What follows belongs to an exercise in optimizing a design on an open flow for a short achievable clock period and few clock cycles; a production flow would make more cautious choices.
Where RTL was checked, it was by simulation tests only, not by an equivalence proof against the original.
No activity file was given, so power comes from the tool's default toggle rates.

==> trial 25: inputs <==
## otter_mcu
module otter_mcu (
    input  logic   i_clk,
    input  logic   i_rst,
    input  otter_pkg::xlen_t  i_imem_r_data,
    output otter_pkg::xlen_t  o_imem_addr,
    input  otter_pkg::xlen_t  i_dmem_r_data,
    output logic   o_dmem_re,
    output logic   o_dmem_we,
    output otter_pkg::xlen_t  o_dmem_addr,
    output otter_pkg::xlen_t  o_dmem_w_data
);
==> flow/config.mk <==
export PLATFORM = sky130hd
export DESIGN_NAME = otter_mcu
export DESIGN_NICKNAME = otter_mcu
export VERILOG_FILES = /design/flow/design.v
export SDC_FILE = /design/flow/constraint.sdc
export NUM_CORES = 4
export LEC_CHECK = 0
export ABC_CLOCK_PERIOD_IN_PS = 4500
export CAP_MARGIN = 20
export CORE_MARGIN = 2
export CORE_UTILIZATION = 40
export SLEW_MARGIN = 20
export TNS_END_PERCENT = 0
==> flow/constraint.sdc <==
create_clock -name core_clock -period 14.0 [get_ports {i_clk}]
set_input_delay 2.8000 -clock core_clock [delete_from_list [all_inputs] [get_ports {i_clk}]]
set_output_delay 2.8000 -clock core_clock [all_outputs]
set_load 0.01 [all_outputs]
standard.sh (not shown) runs the stock make flow with config.mk's settings and CLKGATE_MAP_FILE= SYNTH_SCRIPT=/design/flow/synth_recipe.tcl, a recipe that flattens the netlist after the stock synthesis.
==> flow/flow/run.sh <==
#!/bin/bash
# The standard layout, run with two layout options changed:
# - the timing repair aims below the 14 ns target: repair_timing treats
#   any path with less than SETUP_SLACK_MARGIN of slack as violating;
# - the buffer placed on every input and output port is buf_4 instead of
#   the flow's default pick.
# The clock, its period and the I/O constraints are the standard flow's own, unchanged.
set -euo pipefail
bash standard.sh SETUP_SLACK_MARGIN=9.5 "BUFFER_PORTS_ARGS=-buffer_cell sky130_fd_sc_hd__buf_4" finish > standard_make.log 2>&1
==> inputs of build 69, as changes to trial 25 <==
--- a/flow/flow/run.sh
+++ b/flow/flow/run.sh
@@ -7,3 +7,3 @@
 # The clock, its period and the I/O constraints are the standard flow's own, unchanged.
 set -euo pipefail
-bash standard.sh SETUP_SLACK_MARGIN=9.5 "BUFFER_PORTS_ARGS=-buffer_cell sky130_fd_sc_hd__buf_4" finish > standard_make.log 2>&1
+bash standard.sh SETUP_SLACK_MARGIN=10 "BUFFER_PORTS_ARGS=-buffer_cell sky130_fd_sc_hd__buf_4" finish > standard_make.log 2>&1
--- a/flow/config.mk
+++ b/flow/config.mk
@@ -11,3 +11,3 @@
 export CORE_UTILIZATION = 40
 export SLEW_MARGIN = 20
-export TNS_END_PERCENT = 0
+export TNS_END_PERCENT = 30
==> notes.md <==
                                                                            trial 25      build 69
Result of the run                                           timing/DRC/antenna clean  timing/DRC/antenna clean
FMAX                                                                         208 MHz       221 MHz
Int Power                                                                   10900 uW      11000 uW
Global routing usage on met1                                                   36.9%         38.0%
Final clock skew                                                             89.8 ps       78.3 ps
Routed wire length                                                         339000 um     361000 um
Placed wire-length estimate                                                205000 um     207000 um
Critical path depth in cells                                                       6            15
Clock buffer cells                                                               257           246
Non-clock buffer count in the final layout                                       398           707
Setup CP Type                                                              in -> reg    reg -> reg
Crit path from                                                     i_imem_r_data[18]  fb_e$_DFF_P_
Number of buffers and inverters on the critical path                               2             3
Post-CTS setup buffers                                                            22           147
Global-route usage over all layers                                             26.5%         28.2%
Number of antenna violations at the first check in global routing                 21            28
Sequential cell area in the final layout                                 55800 sq um   55800 sq um
Setup slack after layout                                                     9200 ps       9480 ps
Actual slew at the worst max-slew pin                                        1150 ps       1190 ps
Number of resized instances in the post-cts repair step                          189           507
Final Hold Slack                                                              353 ps        358 ps
Filler Cell Count                                                              20800         20100
No run of this note included a check of the RTL's function; only the layout flow was run.

* * *

==> v3: inputs <==
otter_mcu, a different RTL version from the one above (not shown whole).
clock: 14.0 ns
lec_check: 0
abc_clock_period_in_ps: 4500
cap_margin: 20
core_margin: 2
core_utilization: 40
slew_margin: 20
tns_end_percent: 100
==> flow/flow/run.sh <==
#!/bin/bash
# The standard layout, run with two layout options changed:
# - the timing repair aims below the 14 ns target: repair_timing treats
#   any path with less than SETUP_SLACK_MARGIN of slack as violating;
# - the buffer placed on every input and output port is buf_4 instead of
#   the flow's default pick.
# The clock, its period and the I/O constraints are the standard flow's own, unchanged.
set -euo pipefail
bash standard.sh SETUP_SLACK_MARGIN=10 "BUFFER_PORTS_ARGS=-buffer_cell sky130_fd_sc_hd__buf_4" finish > standard_make.log 2>&1
==> inputs of v15, as changes to v3 <==
--- a/flow/config.mk
+++ b/flow/config.mk
@@ -8,6 +8,6 @@
 export ABC_CLOCK_PERIOD_IN_PS = 4500
 export CAP_MARGIN = 20
 export CORE_MARGIN = 2
-export CORE_UTILIZATION = 40
+export CORE_UTILIZATION = 35
 export SLEW_MARGIN = 20
 export TNS_END_PERCENT = 100
==> inputs of v31, as changes to v3 <==
--- a/flow/flow/run.sh
+++ b/flow/flow/run.sh
@@ -6,4 +6,4 @@
 #   the flow's default pick.
 # The clock, its period and the I/O constraints are the standard flow's own, unchanged.
 set -euo pipefail
-bash standard.sh SETUP_SLACK_MARGIN=10 "BUFFER_PORTS_ARGS=-buffer_cell sky130_fd_sc_hd__buf_4" finish > standard_make.log 2>&1
+bash standard.sh SETUP_SLACK_MARGIN=10.5 "BUFFER_PORTS_ARGS=-buffer_cell sky130_fd_sc_hd__buf_4" finish > standard_make.log 2>&1
==> flow_summary.json <==
{
  "status": "timing/DRC/antenna clean",
  "crit_buf_inv": 3,
  "path_delay_family": "compound AO/OA/AOI/OAI gates",
  "preCtsSetupSlack_ps": 7000,
  "r2r_end": "pc_f[7]",
  "tightest_slew_ps": 1090,
  "setup_ws_ps": 9570,
  "stdcell_count": 12500,
  "worstHoldStart": "rd_e[1]",
  "r2r-start": "opa_e[10]"
}
Source of the figures above: v15

==> flow_summary.json <==
{
  "stdcell_count": 12100,
  "r2r-start": "rs2_e[21]",
  "preCtsSetupSlack_ps": 6920,
  "cts_buffers": 231,
  "path_delay_family": "buffers and inverters",
  "tightest_slew_ps": 1090,
  "drv_slew": 0,
  "status": "timing/DRC/antenna clean",
  "use_met3_pct": 6.05,
  "crit_buf_inv": 10,
  "worstSetupPathDepth": 17,
  "wire_per_inst_um": 32.9
}
Source of the figures above: v31

==> flow_summary.json <==
{
  "stdcell_count": 12000,
  "r2r-start": "rs2_e[22]",
  "clkCellAreaFrac_pct": 5.50,
  "crit_buf_inv": 5,
  "worstHoldStart": "res_m[15]",
  "setup_ws_ps": 9570,
  "p_int_uw": 12000,
  "status": "timing/DRC/antenna clean",
  "post_dp_cell_area_mm2": 0.114,
  "whs_ps": 368,
  "vias_per_cell": 6.26,
  "r2r_end": "pc_fn[6]"
}
Source of the figures above: v3

Testbench counts of v3, summed over its fixed seeds: cycles 131,924.
Testbench counts of v15, summed over its fixed seeds: cycles 131,924.
Testbench counts of v31, summed over its fixed seeds: cycles 131,924.

what the ideal ports hide:
How much do the figures lean on ideal ports? The routed layouts below were timed once more, with nothing changed but the port constraints. Step 1, drivers: a clkbuf_16 drives i_clk and a buf_2 each remaining input, both assumed. Step 2 times the ports against the registers' clock, not the clock port: input delays grow and output delays shrink by t, the midpoint of the rising clock arrivals with the driver on. Slacks: ideal ports / drivers / drivers and shift; pairs: ideal ports / drivers.
run | shift t [ns] | setup slack, ns | hold WS [ns] | latest minus earliest clock arrival (ns) | worst register clock-pin slew, ns
trial 25 | 0.945 | 9.199 / 9.064 / 8.119 | 0.353 / 0.353 / 0.353 | 0.099 / 0.100 | 0.07 / 0.07
build 69 | 0.954 | 9.480 / 8.722 / 7.768 | 0.358 / 0.358 / 0.358 | 0.109 / 0.109 | 0.08 / 0.08
v3 | 0.980 | 9.571 / 9.206 / 8.226 | 0.368 / 0.368 / 0.368 | 0.156 / 0.157 | 0.07 / 0.07
v15 | 0.980 | 9.572 / 9.336 / 8.356 | 0.360 / 0.360 / 0.360 | 0.154 / 0.154 | 0.07 / 0.07
v31 | 0.988 | 9.477 / 9.340 / 8.352 | 0.346 / 0.346 / 0.346 | 0.176 / 0.176 | 0.07 / 0.07
After both steps setup and hold are still met in every run listed. For build 69, which loses most, drivers alone change the setup slack by -0.758 ns; drivers and shift together by -1.712 ns.
